Context: an optimization exercise on an open-source flow, tuned for small area. The choices shown serve that exercise and are no tape-out recipe. Only simulation tests tie the RTL to the original design; equivalence was not proved. The flow treats the clock pin as an ideal source, which a real chip does not have. Power and IR drop assume default switching activity.

<file path="flow/design.v">
package regfile_pkg;
    localparam int DEF_DATA_WIDTH    = 32;
    localparam int DEF_ADDRESS_WIDTH = 5;
    localparam int DEF_NUM_REGS      = 32;
    localparam int DEF_NUM_RD_PORTS  = 2;
    localparam int DEF_NUM_WR_PORTS  = 2;
    typedef logic [DEF_ADDRESS_WIDTH-1:0] reg_idx_t;
    localparam reg_idx_t ZERO_REG = '0;
endpackage
module regfile_sb_bit (
    input  logic q,
    input  logic hold,
    input  logic set,
    input  logic flush,
    output logic d
);
    assign d = !flush && (set || (q && hold));
endmodule
module regfile_scoreboard
#(
    parameter int ADDRESS_WIDTH = regfile_pkg::DEF_ADDRESS_WIDTH,
    parameter int NUM_REGS      = regfile_pkg::DEF_NUM_REGS
) (
    input  logic                      set_en_i,
    input  logic [ADDRESS_WIDTH-1:0]  set_dest_i,
    input  logic                      flush_i,
    input  logic [NUM_REGS-1:0]       hold_i,       
    input  logic [NUM_REGS-1:0]       busy_q_i,
    output logic [NUM_REGS-1:0]       busy_d_o
);
    assign busy_d_o[0] = 1'b0;
    for (genvar i = 1; i < NUM_REGS; i++) begin : g_flag
        regfile_sb_bit u_bit (
            .q     (busy_q_i[i]),
            .hold  (hold_i[i]),
            .set   (set_en_i && (32'(set_dest_i) == i)),
            .flush (flush_i),
            .d     (busy_d_o[i])
        );
    end
endmodule
module regfile_wbit (
    input  logic s0,
    input  logic s1,
    input  logic h,
    input  logic d0,
    input  logic d1,
    input  logic q,
    output logic y
);
    assign y = (s0 & d0) | (s1 & d1) | (h & q);
endmodule
module regfile_ao3 (
    input  logic [2:0] s,
    input  logic [2:0] d,
    output logic       yn
);
    assign yn = !(|(s & d));
endmodule
module regfile_nand_n #(
    parameter int N = 11
) (
    input  logic [N-1:0] n,
    output logic         y
);
    assign y = !(&n);
endmodule
module regfile_rbit #(
    parameter int N = 31
) (
    input  logic [N-1:0] sel,
    input  logic [N-1:0] d,
    output logic         y
);
    localparam int NG = N / 3;
    localparam int NT = NG + ((N % 3 != 0) ? 1 : 0);
    logic [NT-1:0] part_n;
    for (genvar g = 0; g < NG; g++) begin : g_grp
        regfile_ao3 u_ao3 (
            .s  (sel[3*g +: 3]),
            .d  (d[3*g +: 3]),
            .yn (part_n[g])
        );
    end
    if (N % 3 != 0) begin : g_rest
        assign part_n[NG] = !(|(sel[N-1:3*NG] & d[N-1:3*NG]));
    end
    regfile_nand_n #(.N(NT)) u_or (
        .n (part_n),
        .y (y)
    );
endmodule
module regfile_mp
#(
    parameter int DATA_WIDTH    = regfile_pkg::DEF_DATA_WIDTH,
    parameter int ADDRESS_WIDTH = regfile_pkg::DEF_ADDRESS_WIDTH,
    parameter int NUM_REGS      = regfile_pkg::DEF_NUM_REGS,
    parameter int NUM_RD_PORTS  = regfile_pkg::DEF_NUM_RD_PORTS,
    parameter int NUM_WR_PORTS  = regfile_pkg::DEF_NUM_WR_PORTS
) (
    input  logic                                        clk,
    input  logic                                        rst,
    input  logic [NUM_RD_PORTS-1:0][ADDRESS_WIDTH-1:0]  rg_rd_addr,
    output logic [NUM_RD_PORTS-1:0][DATA_WIDTH-1:0]     rg_rd_data,
    output logic [NUM_RD_PORTS-1:0]                     rg_rd_busy,
    input  logic [NUM_WR_PORTS-1:0]                     rg_wrt_en,
    input  logic [NUM_WR_PORTS-1:0][ADDRESS_WIDTH-1:0]  rg_wrt_dest,
    input  logic [NUM_WR_PORTS-1:0][DATA_WIDTH-1:0]     rg_wrt_data,
    input  logic                                        sb_set_en,
    input  logic [ADDRESS_WIDTH-1:0]                    sb_set_dest,
    input  logic                                        sb_flush,
    output logic [NUM_REGS-1:0]                         busy_vec
);
    localparam int NE = NUM_REGS - 1;    
    logic [NUM_REGS-1:0] sel0, sel1, hold;
    logic [NUM_REGS-1:0] valid_q;
    logic [NUM_REGS-1:0] busy_q, busy_d;
    logic [NUM_REGS-1:0][DATA_WIDTH-1:0] regs_q;
    always_comb begin
        for (int i = 0; i < NUM_REGS; i++) begin
            sel1[i] = rg_wrt_en[1] && (32'(rg_wrt_dest[1]) == i);
            sel0[i] = rg_wrt_en[0] && (32'(rg_wrt_dest[0]) == i) && !sel1[i];
            hold[i] = !(sel0[i] || sel1[i]);
        end
    end
    assign regs_q[0]  = '0;
    assign valid_q[0] = 1'b0;
    assign busy_q[0]  = 1'b0;
    for (genvar i = 1; i < NUM_REGS; i++) begin : g_entry
        logic [DATA_WIDTH-1:0] data_q;
        logic [DATA_WIDTH-1:0] data_d;
        for (genvar b = 0; b < DATA_WIDTH; b++) begin : g_bit
            regfile_wbit u_wbit (
                .s0 (sel0[i]),
                .s1 (sel1[i]),
                .h  (hold[i]),
                .d0 (rg_wrt_data[0][b]),
                .d1 (rg_wrt_data[1][b]),
                .q  (data_q[b]),
                .y  (data_d[b])
            );
        end
        always_ff @(posedge clk) begin
            data_q <= data_d;
        end
        always_ff @(posedge clk or negedge rst) begin
            if (!rst) begin
                valid_q[i] <= 1'b0;
                busy_q[i]  <= 1'b0;
            end else begin
                valid_q[i] <= valid_q[i] | !hold[i];
                busy_q[i]  <= busy_d[i];
            end
        end
        assign regs_q[i] = data_q;
    end
    regfile_scoreboard #(
        .ADDRESS_WIDTH (ADDRESS_WIDTH),
        .NUM_REGS      (NUM_REGS)
    ) u_scoreboard (
        .set_en_i   (sb_set_en),
        .set_dest_i (sb_set_dest),
        .flush_i    (sb_flush),
        .hold_i     (hold),
        .busy_q_i   (busy_q),
        .busy_d_o   (busy_d)
    );
    assign busy_vec = busy_q;
    for (genvar k = 0; k < NUM_RD_PORTS; k++) begin : g_rd
        logic [NE-1:0] rsel;
        always_comb begin
            rg_rd_busy[k] = 1'b0;
            for (int i = 1; i < NUM_REGS; i++) begin
                rsel[i-1] = (32'(rg_rd_addr[k]) == i) && valid_q[i];
                if (32'(rg_rd_addr[k]) == i) begin
                    rg_rd_busy[k] = busy_q[i];
                end
            end
        end
        for (genvar b = 0; b < DATA_WIDTH; b++) begin : g_bit
            logic [NE-1:0] col;
            for (genvar i = 1; i < NUM_REGS; i++) begin : g_col
                assign col[i-1] = regs_q[i][b];
            end
            regfile_rbit #(.N(NE)) u_rbit (
                .sel (rsel),
                .d   (col),
                .y   (rg_rd_data[k][b])
            );
        end
    end
endmodule
</file>
<file path="flow/flow/run.sh">
#!/bin/bash
# The standard layout (the standard.sh, unchanged synthesis), with the port
# buffers made from the smallest buffer cell, and padding around a222oi cells in
# every detailed placement (flow/pad.tcl, sourced before detailed placement, CTS
# and global routing).
set -euo pipefail
PAD="$(pwd)/flow/pad.tcl"
bash standard.sh "BUFFER_PORTS_ARGS=-buffer_cell sky130_fd_sc_hd__buf_1" \
  "PRE_DETAIL_PLACE_TCL=$PAD" "PRE_CTS_TCL=$PAD" "PRE_GLOBAL_ROUTE_TCL=$PAD" \
  finish > standard_flow.log 2>&1
</file>
<file path="flow/flow/pad.tcl">
# Keep one free site on each side of every a222oi cell, whose pins are hard to reach
# on met1 when it abuts other cells.
set_placement_padding -masters [get_lib_cells sky130_fd_sc_hd__a222oi_1] -left 1 -right 1
</file>
<file path="flow/standard.sh">
#!/bin/bash
# synth_recipe.tcl (not shown) runs the flow's synth.tcl, then flattens the netlist and writes it again
# the make line also repeats each setting of config.mk as NAME=value (left out here)
make -C /OpenROAD-flow-scripts/flow DESIGN_CONFIG=/design/flow/config.mk WORK_HOME=/design/flow/orfs CLKGATE_MAP_FILE= SYNTH_SCRIPT=/design/flow/synth_recipe.tcl "${@:-finish}"
</file>
<file path="flow/config.mk">
export PLATFORM = sky130hd
export DESIGN_NAME = regfile_mp
export DESIGN_NICKNAME = regfile_mp
export VERILOG_FILES = /design/flow/design.v
export SDC_FILE = /design/flow/constraint.sdc
export NUM_CORES = 4
export LEC_CHECK = 0
export CAP_MARGIN = 20
export CORE_MARGIN = 2
export CORE_UTILIZATION = 40
export CTS_BUF_LIST = sky130_fd_sc_hd__clkbuf_16
export CTS_CLUSTER_DIAMETER = 100
export CTS_CLUSTER_SIZE = 25
export PLACE_DENSITY = 0.5
export SLEW_MARGIN = 20
export SYNTH_HIERARCHICAL = 1
</file>
<file path="flow/constraint.sdc">
create_clock -name core_clock -period 8.0 [get_ports {clk}]
set_input_delay 1.6000 -clock core_clock [delete_from_list [all_inputs] [get_ports {clk}]]
set_output_delay 1.6000 -clock core_clock [all_outputs]
set_load 0.01 [all_outputs]
</file>
==> results.yml, run 1 <==
run_status:
  status: "stopped before the end"
  stop_stage: "detailed placement (3_5_place_dp)"
  tool.error: "[ERROR DPL-0039] \"_00073969fe7e0000_p_LibertyCell\" did not match any masters."
die:
  pin_count: 193
  rows: 124
  fp.dieW_um: 344
  start_util_pct: 40.3
  fp.dieH_um: 344
placed_design:
  globalplace.congestion: 1.01
  numPortBuffers: 191
logic_synthesis:
  synth_nets: 4642
  yosys_warnings: 7
  synth_area_um2: 46200
  syn_inst: 4547
  synth_area_per_cell_um2: 10.2
==> through the flow <==
step / std cells / hold slack [ps] / power (W) / setup WS, ps / cell area [µm²]
after global placement: 6434 / 462 / 0.0101 / 1400 / 51000
after floorplan: 4547 / 445 / 0.00906 / 2190 / 46200
==> how the worst min path moves through the flow <==
stage / depth (start not counted) / to / startpoint
floorplan: 1 / valid_q[12]$_DFF_PN0_ / valid_q[12]$_DFF_PN0_
global placement: 1 / valid_q[25]$_DFF_PN0_ / valid_q[25]$_DFF_PN0_
==> power by group through the flow <==
stage | Clock [W] | Sequential [W] | Combinational, W
after floorplan | 0 | 0.00735 | 0.00171
after global placement | 0 | 0.00763 | 0.00248
==> inputs of run 2 (changes only) <==
==> flow/flow/pad.tcl (replaced) <==
# Keep one free site on each side of every a222oi cell, whose pins are hard to reach
# on met1 when it abuts other cells.
set_placement_padding -masters sky130_fd_sc_hd__a222oi_1 -left 1 -right 1
==> results.yml, run 2 <==
sta:
  fmax_ghz: 0.143
  period_share_pct: 87.1
  worst_pin_slew_ps: 1260
  hold_slack_ps: 489
  max-slew-margin-rel_pct: 16.1
  setup_viol: 0
  skew_ps: 0
  maxSlewViolCount: 0
  rsz0062_at_grt: "no"
  post-route-min-period_ps: 6970
  fin_setup_tns_ps: 0
  hold_viol: 0
route:
  via_count: 52000
  drc: 0
  route.antenna.remaining_nets: 0
  drt-total-wl_um: 267000
  avgViaCountPerCell: 8.00
  drt-pass1-iter-count: 17
  wl_per_cell_um: 41.0
  drt-initial-drc-count: 15700
worst_setup_path:
  critPathCaptureType: "output port"
  crit_buf_inv: 4
  startpoint_type: "input pin"
  crit_path_cell_trace: "buf_1 -> clkinv_1 -> nor3_1 -> and3_2 -> buf_4 -> a222oi_1 -> nand4_1 -> or3_1 -> buf_1"
  cp_max_fo: 22
  crit_family: "simple AND/OR/NAND/NOR gates"
  arrival_ps: 5370
  cpMaxStageDelayCell: "and3_2"
  crit_path_max_incr_delay_ps: 1010
  worstPathRequired_ps: 6400
  crit_path_frequent_cell: "buf_1"
  path_class: "input pin to output port"
cells_and_area:
  fin_nets: 5069
  layout_common_cells: "1,633 x a222oi_1, 1,006 x inv_1, 992 x dfxtp_1"
  multi_input_area_um2: 21600
  top_regs: "g_entry.data_q: 992 flops, busy_q: 31 flops, valid_q: 31 flops"
  syn2layout_area_growth_pct: 13.5
  fillCellCount: 11900
  drive_above_1_share_pct: 8.92
  seqCellArea_um2: 21400
  layout_commonest_cell: "a222oi_1"
  largest_reg_flops: 992
  final_util_pct: 45.8
  top_register: "g_entry.data_q"
  final_area_um2: 52400
global_route:
  grt_overflow: 0
  grt_max_degree: 63
  antenna_found_initial: 12
  busiest_layer: "met2"
  grt_first_pass_wirelength_um: 365000
  gr-usage-met2_pct: 61.7
  met3_usage_pct: 12.9
  grt_pass1_vias: 47700
  track_usage_pct: 42.7
  use_met1_pct: 56.2
die:
  start_util_pct: 40.3
  fp.dieH_um: 344
  rows: 124
  dieArea_um2: 118000
  coreArea_um2: 115000
  fp.dieW_um: 344
  pin_count: 193
placed_design:
  placed_area_um2: 51000
  hpwl_um: 155000
  globalplace.congestion: 1.01
  numPortBuffers: 191
clock_network:
  postCtsSetupRepairBufs: 0
  insertion_delay_ps: 710
  clock-sinks: 1054
  cts_buffers: 49
  cts.repair.resized: 0
  cts.clk_slew.worst_paths_ps: 110
  cts_tree: "built"
  hold_buffers: 0
power:
  p_leak_nw: 23.6
  power.internal_w: 0.00890
  sw_frac_of_total_pct: 33.0
  p_switching_w: 0.00439
  fin_total_pwr_w: 0.0133
  seqPwrFrac_pct: 57.2
  ir_worst_vdd_mv: 0.232
  p_per_area_nw_per_um2: 254
  combinationalPowerShare_pct: 19.8
  clockPowerShare_pct: 23.0
logic_synthesis:
  synth_area_um2: 46200
  syn_inst: 4547
  synth_area_per_cell_um2: 10.2
  yosys_warnings: 7
  synth_nets: 4642
run_status:
  status: "finished clean"
worst_hold_path:
  hp-class: "flop to flop"
flow_run:
  max_cap_violations: 0
run 2: path summary, 6_finish.rpt:
path	from	slack, ps	to	cells past startpoint
min reg2reg	valid_q[25]$_DFF_PN0_	490	valid_q[25]$_DFF_PN0_	1
min in group asynchronous	rst	1070	busy_q[5]$_DFF_PN0_	2
max	rg_rd_addr[4]	1030	rg_rd_data[5]	9
min	valid_q[25]$_DFF_PN0_	490	valid_q[25]$_DFF_PN0_	1
max in group asynchronous	rst	6270	busy_q[15]$_DFF_PN0_	2
max reg2reg	valid_q[6]$_DFF_PN0_	7060	valid_q[6]$_DFF_PN0_	1
run 2: per-stage QoR:
stage | worst slack, ps | cells
2_1_floorplan | 2190 | 4547
3_3_place_gp | 1400 | 6434
3_5_place_dp | 1280 | 6434
4_1_cts | 1280 | 6499
5_1_grt | 1110 | 6502
6_report | 1030 | 6506
run 2: layout make-up:
class	count	area share [%]
Multi-Input combinational cell	2458	41.2
Antenna cell	6	0.0287
Inverter	1002	7.18
Tap cell	1512	3.61
Clock buffer	51	2.44
Sequential cell	1054	40.9
Clock inverter	14	0.165
Timing Repair Buffer	409	4.55
run 2: layer usage:
layer / up-vias / part of all wire, %
met1: 25900 / 37
met3: 795 / 16
met5: - / 0.026
met4: 12 / 6.6
met2: 4494 / 41
li1: 20900 / -
run 2: power groups by stage:
stage                     clock network [W]  registers, W  logic, W
after floorplan                           0       0.00735   0.00171
after global placement                    0       0.00763   0.00248
after detailed placement                  0       0.00765   0.00256
after CTS                           0.00308       0.00754   0.00256
after global routing                0.00323       0.00773   0.00285
final                               0.00305       0.00760   0.00264
==> inputs of run 3 (changes only) <==
==> flow/flow/run.sh (replaced) <==
#!/bin/bash
# The standard layout (the standard.sh, unchanged synthesis), with the port
# buffers made from buf_2 (which drives the wide input fanouts without extra
# buffers), and padding around a222oi cells in
# every detailed placement (flow/pad.tcl, sourced before detailed placement, CTS
# and global routing).
set -euo pipefail
PAD="$(pwd)/flow/pad.tcl"
bash standard.sh "BUFFER_PORTS_ARGS=-buffer_cell sky130_fd_sc_hd__buf_2" \
  "PRE_DETAIL_PLACE_TCL=$PAD" "PRE_CTS_TCL=$PAD" "PRE_GLOBAL_ROUTE_TCL=$PAD" \
  finish > standard_flow.log 2>&1
--- a/flow/config.mk
+++ b/flow/config.mk
@@ -9,8 +9,8 @@
 export CORE_MARGIN = 2
 export CORE_UTILIZATION = 40
 export CTS_BUF_LIST = sky130_fd_sc_hd__clkbuf_16
-export CTS_CLUSTER_DIAMETER = 100
-export CTS_CLUSTER_SIZE = 25
+export CTS_CLUSTER_DIAMETER = 80
+export CTS_CLUSTER_SIZE = 22
 export PLACE_DENSITY = 0.5
 export SLEW_MARGIN = 20
 export SYNTH_HIERARCHICAL = 1
==> results.yml, run 3 <==
die:
  start_util_pct: 40.3
  dieArea_um2: 118000
  pin_count: 193
  fp.dieW_um: 344
  rows: 124
  coreArea_um2: 115000
  fp.dieH_um: 344
worst_hold_path:
  min_to: "valid_q[25]$_DFF_PN0_"
  hold_depth: 1
  hp-class: "flop to flop"
  hp-start: "valid_q[25]$_DFF_PN0_"
power:
  combinationalPowerShare_pct: 19.1
  clockPowerShare_pct: 25.4
  seqPwrFrac_pct: 55.5
  ir_worst_vdd_mv: 0.208
  p_leak_nw: 24.0
  sw_frac_of_total_pct: 32.9
  p_per_area_nw_per_um2: 263
  power.internal_w: 0.00923
  p_switching_w: 0.00453
clock_network:
  cts_tree: "built"
  clock-sinks: 1054
  insertion_delay_ps: 720
  cts.clk_slew.worst_paths_ps: 100
  postCtsSetupRepairBufs: 0
  hold_buffers: 0
  cts.repair.resized: 0
  cts_buffers: 59
global_route:
  grt_overflow: 0
  grt_first_pass_wirelength_um: 368000
  grt_max_degree: 63
  antenna_found_initial: 13
  track_usage_pct: 43.0
  grt_pass1_vias: 47700
sta:
  skew_ps: 0
  hold_viol: 0
  max-slew-margin-rel_pct: 16.0
  worst_pin_slew_ps: 1260
  maxSlewViolCount: 0
  period_share_pct: 84.4
  fmax_ghz: 0.148
  fin_setup_tns_ps: 0
  post-route-min-period_ps: 6750
  setup_viol: 0
  rsz0062_at_grt: "no"
flow_run:
  max_cap_violations: 0
logic_synthesis:
  synth_nets: 4642
  syn_inst: 4547
  synth_area_per_cell_um2: 10.2
  synth_area_um2: 46200
  yosys_warnings: 7
worst_setup_path:
  worstPathRequired_ps: 6400
  cp_max_fo: 32
  r2r_cells: 1
  startpoint_type: "input pin"
  critPathCaptureType: "output port"
  crit-reg2reg-capture: "valid_q[5]$_DFF_PN0_"
  r2r_start: "valid_q[5]$_DFF_PN0_"
  path_class: "input pin to output port"
  reg2reg_slack_ps: 7030
  arrival_ps: 5150
run_status:
  status: "finished clean"
cells_and_area:
  fin_nets: 4986
  top_register: "g_entry.data_q"
  final_util_pct: 45.7
  syn2layout_area_growth_pct: 13.4
  largest_reg_flops: 992
  layout_common_cells: "1,633 x a222oi_1, 1,010 x inv_1, 992 x dfxtp_1"
  layout_commonest_cell: "a222oi_1"
  drive_above_1_share_pct: 11.3
  top_regs: "g_entry.data_q: 992 flops, busy_q: 31 flops, valid_q: 31 flops"
route:
  route.antenna.remaining_nets: 0
  wl_per_cell_um: 41.6
  drt-initial-drc-count: 14800
  avgViaCountPerCell: 8.06
  via_count: 51900
  drt-total-wl_um: 268000
  wl_met1_um: 98800
  drc: 0
  top_layer: "met5"
  drt-pass1-iter-count: 17
  route.met2.wl_um: 110000
  dr_wl_met3_um: 40200
placed_design:
  globalplace.congestion: 0.998
  hpwl_um: 154000
  numPortBuffers: 191
==> run 3: cell count changes in the layout (fill, tap and decap cells not counted), moves of 3 or more <==
cell,change
diode_2,+4
clkbuf_16,+11
buf_1,-187
clkinv_1,+3
buf_2,+190
clkbuf_2,-3
buf_4,-93
inv_1,+4
clkinv_4,+3
==> run 3: per-layer routing <==
layer / vias up / global-route usage [%]
met1: 25700 / 56.5
li1: 20700 / -
met2: 4562 / 61.8
met5: - / 0.441
met4: 10 / 26.8
met3: 842 / 12.2
==> run 3: worst max-delay path by stage <==
stage	from	to	slack, ps
2_1_floorplan	rg_rd_addr[9]	rg_rd_data[32]	2190
3_3_place_gp	rg_rd_addr[7]	rg_rd_data[37]	1550
3_5_place_dp	rg_rd_addr[4]	rg_rd_data[21]	1580
4_1_cts	rg_rd_addr[4]	rg_rd_data[21]	1580
5_1_grt	rg_rd_addr[7]	rg_rd_data[37]	1360
6_report	rg_rd_addr[4]	rg_rd_data[10]	1250
==> run 3: layout make-up <==
type / instances / area (µm²)
diodes: 10 / 25.0
clock buffers: 62 / 1550
clock inverters: 29 / 245
fillers: 12000 / 62100
inverters: 1002 / 3760
multi-input cells: 2458 / 21600
flip-flops and latches: 1054 / 21400
well taps: 1512 / 1890
repair buffers: 316 / 1910
==> run 3: power groups by stage <==
stage                     clock [W]  sequential [W]  combinational [W]
after floorplan                   0         0.00735            0.00171
after global placement            0         0.00766            0.00247
after detailed placement          0         0.00768            0.00256
after CTS                   0.00351         0.00757            0.00256
after global routing        0.00368         0.00776            0.00285
final                       0.00349         0.00763            0.00263
==> run 3: worst max-delay path, stage by stage <==
cell	delay, ps
buf_2	230
clkinv_1	280
nor3_1	760
and3_2	1020
a222oi_1	270
nand4_1	410
or3_1	340
buf_2	190
==> run 3: per-stage QoR <==
stage | instance area [µm²] | total power [W] | hold WS, ps | instances | setup slack, ps
after global routing | 52400 | 0.0143 | 507 | 6437 | 1360
final | 52400 | 0.0138 | 492 | 6443 | 1250
after detailed placement | 50500 | 0.0102 | 462 | 6341 | 1580
after global placement | 50500 | 0.0101 | 467 | 6340 | 1550
after CTS | 52300 | 0.0136 | 488 | 6432 | 1580
after floorplan | 46200 | 0.00906 | 445 | 4547 | 2190
==> inputs of run 4 (changes only) <==
--- a/flow/config.mk
+++ b/flow/config.mk
@@ -7,10 +7,10 @@
 export LEC_CHECK = 0
 export CAP_MARGIN = 20
 export CORE_MARGIN = 2
-export CORE_UTILIZATION = 40
+export CORE_UTILIZATION = 50
 export CTS_BUF_LIST = sky130_fd_sc_hd__clkbuf_16
 export CTS_CLUSTER_DIAMETER = 80
 export CTS_CLUSTER_SIZE = 22
-export PLACE_DENSITY = 0.5
+export PLACE_DENSITY = 0.6
 export SLEW_MARGIN = 20
 export SYNTH_HIERARCHICAL = 1
==> results.yml, run 4 <==
run_status:
  status: "finished clean"
clock_network:
  cts_buffers: 55
  clock-sinks: 1054
  cts_tree: "built"
  postCtsSetupRepairBufs: 0
  insertion_delay_ps: 710
  hold_buffers: 0
  cts.clk_slew.worst_paths_ps: 100
  cts.repair.resized: 0
global_route:
  grt_max_degree: 63
  grt_overflow: 0
  grt_pass1_vias: 48100
  grt_first_pass_wirelength_um: 344000
  antenna_found_initial: 16
  track_usage_pct: 49.3
worst_setup_path:
  crit_start: "rg_rd_addr[4]"
  worstPathRequired_ps: 6400
  crit_path_max_incr_delay_ps: 1100
  crit_path_cell_trace: "buf_2 -> clkinv_1 -> nor3_1 -> and3_2 -> a222oi_1 -> nand4_1 -> or3_1 -> buf_2"
  r2r_start: "valid_q[17]$_DFF_PN0_"
  cpMaxStageDelayCell: "and3_2"
  critPathCaptureType: "output port"
  path_class: "input pin to output port"
  cp_max_fo: 32
  arrival_ps: 5230
  startpoint_type: "input pin"
  crit_path_frequent_cell: "buf_2"
placed_design:
  numPortBuffers: 191
  hpwl_um: 141000
  globalplace.congestion: 1.01
die:
  coreArea_um2: 91700
  fp.dieH_um: 308
  start_util_pct: 50.4
  fp.dieW_um: 308
  pin_count: 193
  dieArea_um2: 94800
  rows: 111
route:
  drt-initial-drc-count: 17000
  drt-total-wl_um: 247000
  drt-pass1-iter-count: 19
  wl_per_cell_um: 40.7
  drc: 0
  route.antenna.remaining_nets: 0
  avgViaCountPerCell: 8.63
  via_count: 52400
power:
  fin_total_pwr_w: 0.0134
  p_leak_nw: 23.8
  p_per_area_nw_per_um2: 259
  ir_worst_vdd_mv: 0.195
cells_and_area:
  top_register: "g_entry.data_q"
  fin_nets: 4955
  layout_commonest_cell: "a222oi_1"
  fillCellCount: 9140
  top_regs: "g_entry.data_q: 992 flops, busy_q: 31 flops, valid_q: 31 flops"
  layout_common_cells: "1,633 x a222oi_1, 1,008 x inv_1, 992 x dfxtp_1"
  largest_reg_flops: 992
  drive_above_1_share_pct: 10.5
  syn2layout_area_growth_pct: 11.9
logic_synthesis:
  synth_area_um2: 46200
  synth_nets: 4642
  synth_area_per_cell_um2: 10.2
  syn_inst: 4547
  yosys_warnings: 7
worst_hold_path:
  hp-start: "valid_q[3]$_DFF_PN0_"
  hp-class: "flop to flop"
sta:
  period_share_pct: 85.4
  rsz0062_at_grt: "no"
  fin_setup_tns_ps: 0
  maxSlewViolCount: 0
  post-route-min-period_ps: 6830
  hold_viol: 0
  max-slew-margin-rel_pct: 14.2
  fmax_ghz: 0.146
  worst_pin_slew_ps: 1290
  skew_ps: 0
  setup_viol: 0
flow_run:
  max_cap_violations: 0
-- run 4: final cells by class --
type	count	area (µm²)	share of cell area [%]
Timing Repair Buffer	289	1880	3.64
Tap cell	1186	1480	2.87
Sequential cell	1054	21400	41.4
Antenna cell	10	25.0	0.0484
Multi-Input combinational cell	2458	21600	41.8
Inverter	1002	3760	7.28
Clock inverter	19	111	0.215
Clock buffer	56	1400	2.71
-- run 4: where the power goes --
| group | switching, W | leakage [nW] | total, W | internal [W] |
|---|---|---|---|---|
| clock | 0.00188 | 0.762 | 0.00315 | 0.00127 |
| combinational | 0.00144 | 14.0 | 0.00263 | 0.00119 |
| sequential | 0.00104 | 9.04 | 0.00760 | 0.00656 |
| total | 0.00437 | 23.8 | 0.0134 | 0.00901 |
-- run 4: metrics by stage --
stage	cells	hold slack [ps]	util, %	instance area, µm²	worst slack [ps]
5_1_grt	6070	509	56.4	51700	1330
4_1_cts	6054	490	56.1	51400	1610
2_1_floorplan	4547	445	-	46200	2190
3_5_place_dp	5979	468	54.4	49900	1620
6_report	6074	494	56.4	51700	1170
3_3_place_gp	5977	463	54.4	49800	1670
-- run 4: worst paths after layout --
check | to | slack (ps) | cells past startpoint
hold reg to reg | valid_q[3]$_DFF_PN0_ | 490 | 1
setup / recovery | rg_rd_data[0] | 1170 | 8
max in group asynchronous | busy_q[14]$_DFF_PN0_ | 6300 | 2
hold / removal | valid_q[3]$_DFF_PN0_ | 490 | 1
min in group asynchronous | busy_q[6]$_DFF_PN0_ | 1060 | 2
setup reg to reg | valid_q[17]$_DFF_PN0_ | 7050 | 1
-- run 4: per-layer routing --
metal,track usage (%),up-vias,share of wire [%]
li1,-,20700,-
met1,61.1,25300,34
met4,33.9,12,8.5
met2,69.4,5388,40
met5,0.775,-,0.10
met3,20.0,1106,18
-- run 4: critical path: cells and delay by family --
family / cells / cell delay, ps
compound gates: 1 / 280
buf+inv: 3 / 710
simple gates: 4 / 2600
==> inputs of run 5 (changes only) <==
==> flow/flow/run.sh (replaced) <==
#!/bin/bash
set -euo pipefail
PAD="$(pwd)/flow/pad.tcl"
CTS="-sink_clustering_enable -repair_clock_nets -sink_clustering_size 25"
CTS+=" -sink_clustering_max_diameter 100 -buf_list sky130_fd_sc_hd__clkbuf_16"
CTS+=" -dont_use_dummy_load"
bash standard.sh "BUFFER_PORTS_ARGS=-buffer_cell sky130_fd_sc_hd__buf_2" \
  "PRE_DETAIL_PLACE_TCL=$PAD" "PRE_CTS_TCL=$PAD" "PRE_GLOBAL_ROUTE_TCL=$PAD" \
  "CTS_ARGS=$CTS" finish > standard_flow.log 2>&1
--- a/flow/config.mk
+++ b/flow/config.mk
@@ -7,10 +7,10 @@
 export LEC_CHECK = 0
 export CAP_MARGIN = 20
 export CORE_MARGIN = 2
-export CORE_UTILIZATION = 50
+export CORE_UTILIZATION = 40
 export CTS_BUF_LIST = sky130_fd_sc_hd__clkbuf_16
-export CTS_CLUSTER_DIAMETER = 80
-export CTS_CLUSTER_SIZE = 22
-export PLACE_DENSITY = 0.6
+export CTS_CLUSTER_DIAMETER = 100
+export CTS_CLUSTER_SIZE = 25
+export PLACE_DENSITY = 0.5
 export SLEW_MARGIN = 20
 export SYNTH_HIERARCHICAL = 1
==> results.yml, run 5 <==
run_status:
  status: "finished clean"
global_route:
  grt_pass1_vias: 47500
  grt_first_pass_wirelength_um: 367000
  grt_overflow: 0
  track_usage_pct: 42.9
  grt_max_degree: 63
  antenna_found_initial: 11
worst_setup_path:
  cp_max_fo: 32
  arrival_ps: 5140
  startpoint_type: "input pin"
  r2r_cells: 1
  reg2reg_slack_ps: 7030
  worstPathRequired_ps: 6400
  crit_start: "rg_rd_addr[9]"
  critPathCaptureType: "output port"
  r2r_start: "valid_q[5]$_DFF_PN0_"
  path_class: "input pin to output port"
  crit-reg2reg-capture: "valid_q[5]$_DFF_PN0_"
power:
  p_per_area_nw_per_um2: 255
  fin_total_pwr_w: 0.0132
  p_leak_nw: 23.7
  ir_worst_vdd_mv: 0.175
  seqPwrFrac_pct: 57.6
  power.internal_w: 0.00888
  combinationalPowerShare_pct: 19.9
  sw_frac_of_total_pct: 32.9
  p_switching_w: 0.00436
  clockPowerShare_pct: 22.5
logic_synthesis:
  yosys_warnings: 7
  synth_area_um2: 46200
  synth_area_per_cell_um2: 10.2
  syn_inst: 4547
  synth_nets: 4642
sta:
  period_share_pct: 84.2
  post-route-min-period_ps: 6740
  setup_viol: 0
  max-slew-margin-rel_pct: 15.5
  rsz0062_at_grt: "no"
  fin_setup_tns_ps: 0
  skew_ps: 0
  worst_pin_slew_ps: 1270
  maxSlewViolCount: 0
  fmax_ghz: 0.148
  hold_viol: 0
worst_hold_path:
  hold_depth: 1
  hp-start: "valid_q[25]$_DFF_PN0_"
  min_to: "valid_q[25]$_DFF_PN0_"
  hp-class: "flop to flop"
route:
  wl_per_cell_um: 41.7
  drc: 0
  avgViaCountPerCell: 8.10
  drt-pass1-iter-count: 17
  route.antenna.remaining_nets: 0
  drt-initial-drc-count: 14900
  via_count: 51900
  drt-total-wl_um: 267000
clock_network:
  cts.repair.resized: 0
  cts_tree: "built"
  cts_buffers: 51
  cts.clk_slew.worst_paths_ps: 80
  postCtsSetupRepairBufs: 0
  clock-sinks: 1054
  insertion_delay_ps: 700
  hold_buffers: 0
cells_and_area:
  syn2layout_area_growth_pct: 12.3
  top_regs: "g_entry.data_q: 992 flops, busy_q: 31 flops, valid_q: 31 flops"
  largest_reg_flops: 992
  layout_commonest_cell: "a222oi_1"
  layout_common_cells: "1,633 x a222oi_1, 1,001 x inv_1, 992 x dfxtp_1"
  top_register: "g_entry.data_q"
  fin_nets: 4978
  fillCellCount: 12000
  drive_above_1_share_pct: 10.9
die:
  rows: 124
  pin_count: 193
  fp.dieW_um: 344
  coreArea_um2: 115000
  start_util_pct: 40.3
  dieArea_um2: 118000
  fp.dieH_um: 344
placed_design:
  globalplace.congestion: 0.998
  numPortBuffers: 191
  hpwl_um: 154000
flow_run:
  max_cap_violations: 0
-- run 5: metal layers --
layer | part of all wire [%] | wire, µm | GRT usage [%] | vias up
li1 | - | - | - | 20700
met1 | 37 | 98600 | 56.7 | 25800
met2 | 41 | 111000 | 62.2 | 4617
met3 | 15 | 39700 | 11.8 | 788
met4 | 6.8 | 18100 | 25.5 | 6
met5 | 0.011 | 30 | 0 | -
-- run 5: critical path, cell delays in order --
cell and delay, ps:
buf_2 260, nor3b_1 860, and3_2 1110, a222oi_1 310, nand4_1 370, or3_1 370
buf_2 200
-- run 5: final cells by class --
cell class / instances / area, µm² / area share [%]
antenna: 12 / 30.0 / 0.0579
clock buffer: 51 / 1280 / 2.46
sequential: 1054 / 21400 / 41.3
multi-input combinational: 2458 / 21600 / 41.6
tap: 1512 / 1890 / 3.65
timing repair buffer: 316 / 1910 / 3.68
inverter: 1002 / 3760 / 7.25
-- run 5: worst max path at each step --
stage,endpoint,cells after the start,slack [ps]
after floorplan,rg_rd_data[32],6,2190
after global placement,rg_rd_data[37],7,1550
after detailed placement,rg_rd_data[21],8,1580
after CTS,rg_rd_data[21],8,1570
after global routing,rg_rd_data[37],7,1310
final,rg_rd_data[37],7,1260
-- run 5: metrics by stage --
stage / utilization, % / setup slack, ps / hold slack, ps / std cells / area (µm²)
detailed placement: 44.1 / 1580 / 462 / 6341 / 50500
CTS: 45.3 / 1570 / 484 / 6392 / 51800
global placement: 44.1 / 1550 / 467 / 6340 / 50500
global route: 45.3 / 1310 / 503 / 6397 / 51800
finish: 45.3 / 1260 / 488 / 6405 / 51900
floorplan: - / 2190 / 445 / 4547 / 46200
-- run 5: power groups by stage --
stage               logic (W)  clock network [W]  registers [W]
floorplan             0.00171                  0        0.00735
global placement      0.00247                  0        0.00766
detailed placement    0.00256                  0        0.00768
CTS                   0.00256            0.00302        0.00757
global route          0.00284            0.00316        0.00776
finish                0.00263            0.00298        0.00763
==> inputs of run 6 (changes only) <==
--- a/flow/config.mk
+++ b/flow/config.mk
@@ -7,10 +7,10 @@
 export LEC_CHECK = 0
 export CAP_MARGIN = 20
 export CORE_MARGIN = 2
-export CORE_UTILIZATION = 40
+export CORE_UTILIZATION = 50
 export CTS_BUF_LIST = sky130_fd_sc_hd__clkbuf_16
 export CTS_CLUSTER_DIAMETER = 100
 export CTS_CLUSTER_SIZE = 25
-export PLACE_DENSITY = 0.5
+export PLACE_DENSITY = 0.6
 export SLEW_MARGIN = 20
 export SYNTH_HIERARCHICAL = 1
==> results.yml, run 6 <==
sta:
  worst_pin_slew_ps: 1310
  setup_viol: 0
  finalWorstSetupSlack_ps: 1220
  period_share_pct: 84.8
  fin_setup_tns_ps: 0
  maxSlewViolCount: 0
  hold_viol: 0
  max-slew-margin-rel_pct: 12.2
  rsz0062_at_grt: "no"
  post-route-min-period_ps: 6780
  skew_ps: 0
  hold_slack_ps: 481
  fmax_ghz: 0.147
route:
  avgViaCountPerCell: 8.63
  drt-pass1-iter-count: 22
  route.antenna.remaining_nets: 0
  via_count: 52200
  drt-initial-drc-count: 16900
  wl_per_cell_um: 40.6
  drc: 0
  drt-total-wl_um: 246000
power:
  power.internal_w: 0.00882
  sw_frac_of_total_pct: 32.6
  p_leak_nw: 23.6
  p_per_area_nw_per_um2: 255
  combinationalPowerShare_pct: 20.1
  clockPowerShare_pct: 21.9
  seqPwrFrac_pct: 58.0
  p_switching_w: 0.00427
  ir_worst_vdd_mv: 0.198
worst_setup_path:
  arrival_ps: 5180
  startpoint_type: "input pin"
  cp_max_fo: 32
  reg2reg_slack_ps: 7070
  worstPathRequired_ps: 6400
  critPathCaptureType: "output port"
  path_class: "input pin to output port"
global_route:
  track_usage_pct: 49.2
  antenna_found_initial: 18
  grt_first_pass_wirelength_um: 343000
  grt_max_degree: 63
  grt_overflow: 0
  grt_pass1_vias: 47900
cells_and_area:
  top_register: "g_entry.data_q"
  layout_common_cells: "1,633 x a222oi_1, 1,001 x inv_1, 992 x dfxtp_1"
  final_cells: 6052
  drive_above_1_share_pct: 10.3
  largest_reg_flops: 992
  top_regs: "g_entry.data_q: 992 flops, busy_q: 31 flops, valid_q: 31 flops"
  final_area_um2: 51400
  syn2layout_area_growth_pct: 11.2
  layout_commonest_cell: "a222oi_1"
  fin_nets: 4948
logic_synthesis:
  yosys_warnings: 7
  syn_inst: 4547
  synth_area_per_cell_um2: 10.2
  synth_area_um2: 46200
  synth_nets: 4642
placed_design:
  numPortBuffers: 191
  dp_cells: 5979
  globalplace.congestion: 1.01
  place_ws_ps: 1620
  placed_area_um2: 49900
  hpwl_um: 141000
die:
  coreArea_um2: 91700
  start_util_pct: 50.4
  rows: 111
  fp.dieH_um: 308
  pin_count: 193
  dieArea_um2: 94800
  fp.dieW_um: 308
worst_hold_path:
  hp-class: "flop to flop"
clock_network:
  cts.repair.resized: 0
  cts.clk_slew.worst_paths_ps: 60
  postCtsSetupRepairBufs: 0
  hold_buffers: 0
  insertion_delay_ps: 690
  cts_tree: "built"
  clock-sinks: 1054
  cts_buffers: 48
run_status:
  status: "finished clean"
flow_run:
  max_cap_violations: 0
## run 6: power groups by stage
stage                     Combinational (W)  Sequential [W]  Clock (W)
after detailed placement            0.00252         0.00764          0
after global routing                0.00282         0.00772    0.00303
after global placement              0.00243         0.00760          0
after CTS                           0.00253         0.00753    0.00286
final                               0.00263         0.00759    0.00286
after floorplan                     0.00171         0.00735          0
## run 6: metal layers
layer	vias to the layer above	GRT usage [%]	wire, µm
li1	20600	-	-
met1	25200	61.7	83200
met2	5282	69.4	98600
met3	1117	18.9	43000
met4	12	33.1	20500
met5	-	3.36	430
## run 6: per-stage QoR
step | total power, W | utilization (%)
floorplan | 0.00906 | -
global placement | 0.0100 | 54.4
detailed placement | 0.0102 | 54.4
CTS | 0.0129 | 55.7
global route | 0.0136 | 56.0
finish | 0.0131 | 56.0
## run 6: critical path: stages
cell and delay (ps):
buf_2 240, clkinv_1 270, nor3_1 770, and3_2 1090, a222oi_1 290, nand4_1 520
or3_1 220, buf_2 150
## run 6: final timing paths
check / start / end / depth (start not counted)
min: valid_q[3]$_DFF_PN0_ / valid_q[3]$_DFF_PN0_ / 1
min reg2reg: valid_q[3]$_DFF_PN0_ / valid_q[3]$_DFF_PN0_ / 1
min in group asynchronous: rst / busy_q[4]$_DFF_PN0_ / 2
max: rg_rd_addr[4] / rg_rd_data[18] / 8
max reg2reg: valid_q[9]$_DFF_PN0_ / valid_q[9]$_DFF_PN0_ / 1
max in group asynchronous: rst / busy_q[28]$_DFF_PN0_ / 2
## run 6: layout make-up
cell class	count	area, µm²
diodes	15	37.5
clock buffers	48	1200
fillers	9167	40300
inverters	1002	3760
multi-input cells	2458	21600
flip-flops and latches	1054	21400
well taps	1186	1480
repair buffers	289	1870
==> inputs of run 7 (changes only) <==
--- a/flow/design.v
+++ b/flow/design.v
@@ -50,21 +50,6 @@
 );
     assign y = (s0 & d0) | (s1 & d1) | (h & q);
 endmodule
-module regfile_ao3 (
-    input  logic [2:0] s,
-    input  logic [2:0] d,
-    output logic       yn
-);
-    assign yn = !(|(s & d));
-endmodule
-module regfile_nand_n #(
-    parameter int N = 11
-) (
-    input  logic [N-1:0] n,
-    output logic         y
-);
-    assign y = !(&n);
-endmodule
 module regfile_rbit #(
     parameter int N = 31
 ) (
@@ -72,23 +57,7 @@
     input  logic [N-1:0] d,
     output logic         y
 );
-    localparam int NG = N / 3;
-    localparam int NT = NG + ((N % 3 != 0) ? 1 : 0);
-    logic [NT-1:0] part_n;
-    for (genvar g = 0; g < NG; g++) begin : g_grp
-        regfile_ao3 u_ao3 (
-            .s  (sel[3*g +: 3]),
-            .d  (d[3*g +: 3]),
-            .yn (part_n[g])
-        );
-    end
-    if (N % 3 != 0) begin : g_rest
-        assign part_n[NG] = !(|(sel[N-1:3*NG] & d[N-1:3*NG]));
-    end
-    regfile_nand_n #(.N(NT)) u_or (
-        .n (part_n),
-        .y (y)
-    );
+    assign y = |(sel & d);
 endmodule
 module regfile_mp
 #(
==> flow/flow/run.sh (replaced) <==
#!/bin/bash
# The standard layout (the standard.sh) with two changes: the port buffers are
# made from the smallest buffer cell, and a222oi cells, whose pins are hard to reach
# on met1, are added to the platform's don't-use list (synthesis and layout).
set -euo pipefail
DONT_USE="sky130_fd_sc_hd__probe_p_8 sky130_fd_sc_hd__probec_p_8 sky130_fd_sc_hd__lpflow_bleeder_1 sky130_fd_sc_hd__lpflow_clkbufkapwr_1 sky130_fd_sc_hd__lpflow_clkbufkapwr_16 sky130_fd_sc_hd__lpflow_clkbufkapwr_2 sky130_fd_sc_hd__lpflow_clkbufkapwr_4 sky130_fd_sc_hd__lpflow_clkbufkapwr_8 sky130_fd_sc_hd__lpflow_clkinvkapwr_1 sky130_fd_sc_hd__lpflow_clkinvkapwr_16 sky130_fd_sc_hd__lpflow_clkinvkapwr_2 sky130_fd_sc_hd__lpflow_clkinvkapwr_4 sky130_fd_sc_hd__lpflow_clkinvkapwr_8 sky130_fd_sc_hd__lpflow_decapkapwr_12 sky130_fd_sc_hd__lpflow_decapkapwr_3 sky130_fd_sc_hd__lpflow_decapkapwr_4 sky130_fd_sc_hd__lpflow_decapkapwr_6 sky130_fd_sc_hd__lpflow_decapkapwr_8 sky130_fd_sc_hd__lpflow_inputiso0n_1 sky130_fd_sc_hd__lpflow_inputiso0p_1 sky130_fd_sc_hd__lpflow_inputiso1n_1 sky130_fd_sc_hd__lpflow_inputiso1p_1 sky130_fd_sc_hd__lpflow_inputisolatch_1 sky130_fd_sc_hd__lpflow_isobufsrc_1 sky130_fd_sc_hd__lpflow_isobufsrc_16 sky130_fd_sc_hd__lpflow_isobufsrc_2 sky130_fd_sc_hd__lpflow_isobufsrc_4 sky130_fd_sc_hd__lpflow_isobufsrc_8 sky130_fd_sc_hd__lpflow_isobufsrckapwr_16 sky130_fd_sc_hd__lpflow_lsbuf_lh_hl_isowell_tap_1 sky130_fd_sc_hd__lpflow_lsbuf_lh_hl_isowell_tap_2 sky130_fd_sc_hd__lpflow_lsbuf_lh_hl_isowell_tap_4 sky130_fd_sc_hd__lpflow_lsbuf_lh_isowell_4 sky130_fd_sc_hd__lpflow_lsbuf_lh_isowell_tap_1 sky130_fd_sc_hd__lpflow_lsbuf_lh_isowell_tap_2 sky130_fd_sc_hd__lpflow_lsbuf_lh_isowell_tap_4 sky130_fd_sc_hd__a222oi_1"
bash standard.sh "BUFFER_PORTS_ARGS=-buffer_cell sky130_fd_sc_hd__buf_1" \
  "DONT_USE_CELLS=$DONT_USE" finish > standard_flow.log 2>&1
--- a/flow/config.mk
+++ b/flow/config.mk
@@ -7,10 +7,10 @@
 export LEC_CHECK = 0
 export CAP_MARGIN = 20
 export CORE_MARGIN = 2
-export CORE_UTILIZATION = 50
+export CORE_UTILIZATION = 40
 export CTS_BUF_LIST = sky130_fd_sc_hd__clkbuf_16
 export CTS_CLUSTER_DIAMETER = 100
 export CTS_CLUSTER_SIZE = 25
-export PLACE_DENSITY = 0.6
+export PLACE_DENSITY = 0.55
 export SLEW_MARGIN = 20
 export SYNTH_HIERARCHICAL = 1
removed: flow/flow/pad.tcl
==> results.yml, run 7 <==
sta:
  finalWorstSetupSlack_ps: 1080
  fmax_ghz: 0.144
  skew_ps: 0
  maxSlewViolCount: 0
  fin_setup_tns_ps: 0
  post-route-min-period_ps: 6920
  rsz0062_at_grt: "no"
  period_share_pct: 86.5
  hold_viol: 0
  setup_viol: 0
  worst_pin_slew_ps: 1420
  max-slew-margin-rel_pct: 5.44
die:
  start_util_pct: 40.4
  dieArea_um2: 126000
  fp.dieW_um: 355
  pin_count: 193
  fp.dieH_um: 355
  rows: 128
  coreArea_um2: 122000
global_route:
  grt_pass1_vias: 53100
  track_usage_pct: 47.8
  grt_max_degree: 63
  grt_first_pass_wirelength_um: 426000
  antenna_found_initial: 24
  grt_overflow: 0
cells_and_area:
  largest_reg_flops: 992
  layout_common_cells: "2,071 x nand2_1, 1,826 x a22oi_1, 992 x dfxtp_1"
  final_area_um2: 56000
  syn2layout_area_growth_pct: 13.6
  layout_commonest_cell: "nand2_1"
  top_register: "g_entry.data_q"
  top_regs: "g_entry.data_q: 992 flops, busy_q: 31 flops, valid_q: 31 flops"
  fin_nets: 6480
  drive_above_1_share_pct: 8.49
flow_run:
  max_cap_violations: 0
worst_setup_path:
  startpoint_type: "input pin"
  worstPathRequired_ps: 6400
  crit_path_max_incr_delay_ps: 1050
  arrival_ps: 5320
  crit_path_frequent_cell: "buf_1"
  cp_max_fo: 20
  cpMaxStageDelayCell: "and3_2"
  critPathCaptureType: "output port"
  crit_path_cell_trace: "buf_1 -> nor2b_1 -> and2_1 -> and3_2 -> buf_4 -> a22oi_1 -> nand4_1 -> or4_1 -> buf_1"
  path_class: "input pin to output port"
clock_network:
  cts_max_level: 2
  postCtsSetupRepairBufs: 0
  clock-sinks: 1054
  insertion_delay_ps: 740
  cts_buffers: 50
  cts.clk_slew.worst_paths_ps: 80
  cts_root_buffer: "clkbuf_16"
  hold_buffers: 0
  cts.repair.resized: 0
  cts_tree: "built"
  clk_path_buf_depth: 3
run_status:
  status: "finished clean"
route:
  wl_per_cell_um: 39.1
  drt-total-wl_um: 315000
  drt-initial-drc-count: 11900
  route.antenna.remaining_nets: 0
  drt-pass1-iter-count: 13
  drc: 0
  via_count: 59600
  avgViaCountPerCell: 7.41
logic_synthesis:
  synth_nets: 6031
  synth_area_per_cell_um2: 8.30
  yosys_warnings: 7
  syn_inst: 5936
  synth_area_um2: 49300
power:
  ir_worst_vdd_mv: 0.200
  p_per_area_nw_per_um2: 241
  fin_total_pwr_w: 0.0135
  p_leak_nw: 22.6
placed_design:
  numPortBuffers: 191
  place_ws_ps: 1350
  placed_area_um2: 54500
  globalplace.congestion: 1.02
  hpwl_um: 188000
worst_hold_path:
  hp-class: "flop to flop"
run 7: critical path: cells and delay by family:
family	cells	cell delay, ps
compound gates	1	140
simple gates	5	2170
buf+inv	3	1380
run 7: final timing paths:
kind	start	slack, ps	cells after the start	end
hold / removal	valid_q[22]$_DFF_PN0_	500	1	valid_q[22]$_DFF_PN0_
max in group asynchronous	rst	6360	2	valid_q[24]$_DFF_PN0_
hold reg to reg	valid_q[22]$_DFF_PN0_	500	1	valid_q[22]$_DFF_PN0_
setup / recovery	rg_rd_addr[6]	1080	9	rg_rd_data[44]
setup reg to reg	valid_q[5]$_DFF_PN0_	7070	1	valid_q[5]$_DFF_PN0_
min in group asynchronous	rst	1040	2	busy_q[24]$_DFF_PN0_
run 7: cell type report:
| type | count | area (µm²) |
|---|---|---|
| fill | 12100 | 66000 |
| multi-input combinational | 4836 | 28400 |
| sequential | 1054 | 21400 |
| timing repair buffer | 434 | 2670 |
| tap | 1625 | 2030 |
| clock buffer | 51 | 1280 |
| clock inverter | 14 | 120 |
| antenna | 20 | 50.0 |
| inverter | 9 | 33.8 |
run 7: per-layer routing:
layer,vias to the layer above,track usage (%),share of wire (%)
met5,-,0.264,0.076
met4,24,31.7,8.3
li1,23700,-,-
met1,28300,61.3,37
met3,1485,24.4,18
met2,6015,61.6,37
run 7: report_power, final:
part | switching, W | leakage [nW] | internal [W]
clock | 0.00199 | 0.701 | 0.00117
combinational | 0.00152 | 12.9 | 0.00117
sequential | 0.00111 | 9.04 | 0.00656
total | 0.00462 | 22.6 | 0.00890
run 7: stage by stage:
| step | std cells | hold slack, ps | utilization (%) |
|---|---|---|---|
| after CTS | 8022 | 494 | 45.8 |
| final | 8043 | 500 | 45.9 |
| after floorplan | 5936 | 445 | - |
| after global placement | 7957 | 464 | 44.7 |
| after detailed placement | 7957 | 469 | 44.7 |
| after global routing | 8024 | 516 | 45.9 |

[re-timing with driven ports]
No port has a modelled driver above. Below, the same layouts with a new extraction and two added sets of constraints. Step 1 assumes that a clkbuf_16 drives the clock port and a buf_2 every other input. Step 2, shift: input delay + t, output delay - t, t = (earliest + latest rising clock arrival at the registers) / 2. This alone moves slack from input paths to output paths. a / b / c = ideal ports / drivers / drivers and shift; a / b = the first two.
| run | shift t [ns] | setup WS [ns] | hold WS [ns] | worst register clock-pin slew, ns | cell pins on the clock port's net |
|---|---|---|---|---|---|
| run 2 | 0.786 | 1.031 / 1.003 / 1.003 | 0.489 / 0.489 / 0.489 | 0.12 / 0.12 | 1 |
| run 3 | 0.806 | 1.245 / 1.223 / 1.223 | 0.492 / 0.492 / 0.492 | 0.10 / 0.10 | 1 |
| run 4 | 0.794 | 1.168 / 1.144 / 1.144 | 0.494 / 0.494 / 0.494 | 0.11 / 0.11 | 1 |
| run 5 | 0.786 | 1.261 / 1.234 / 1.234 | 0.488 / 0.488 / 0.488 | 0.11 / 0.11 | 1 |
| run 6 | 0.778 | 1.215 / 1.190 / 1.190 | 0.481 / 0.481 / 0.481 | 0.11 / 0.11 | 1 |
| run 7 | 0.818 | 1.078 / 1.046 / 1.046 | 0.500 / 0.500 / 0.500 | 0.12 / 0.12 | 1 |
After both steps every run listed still meets setup and hold. For run 7, which loses most, drivers alone change the setup slack by -0.032 ns; drivers and shift together by -0.032 ns.
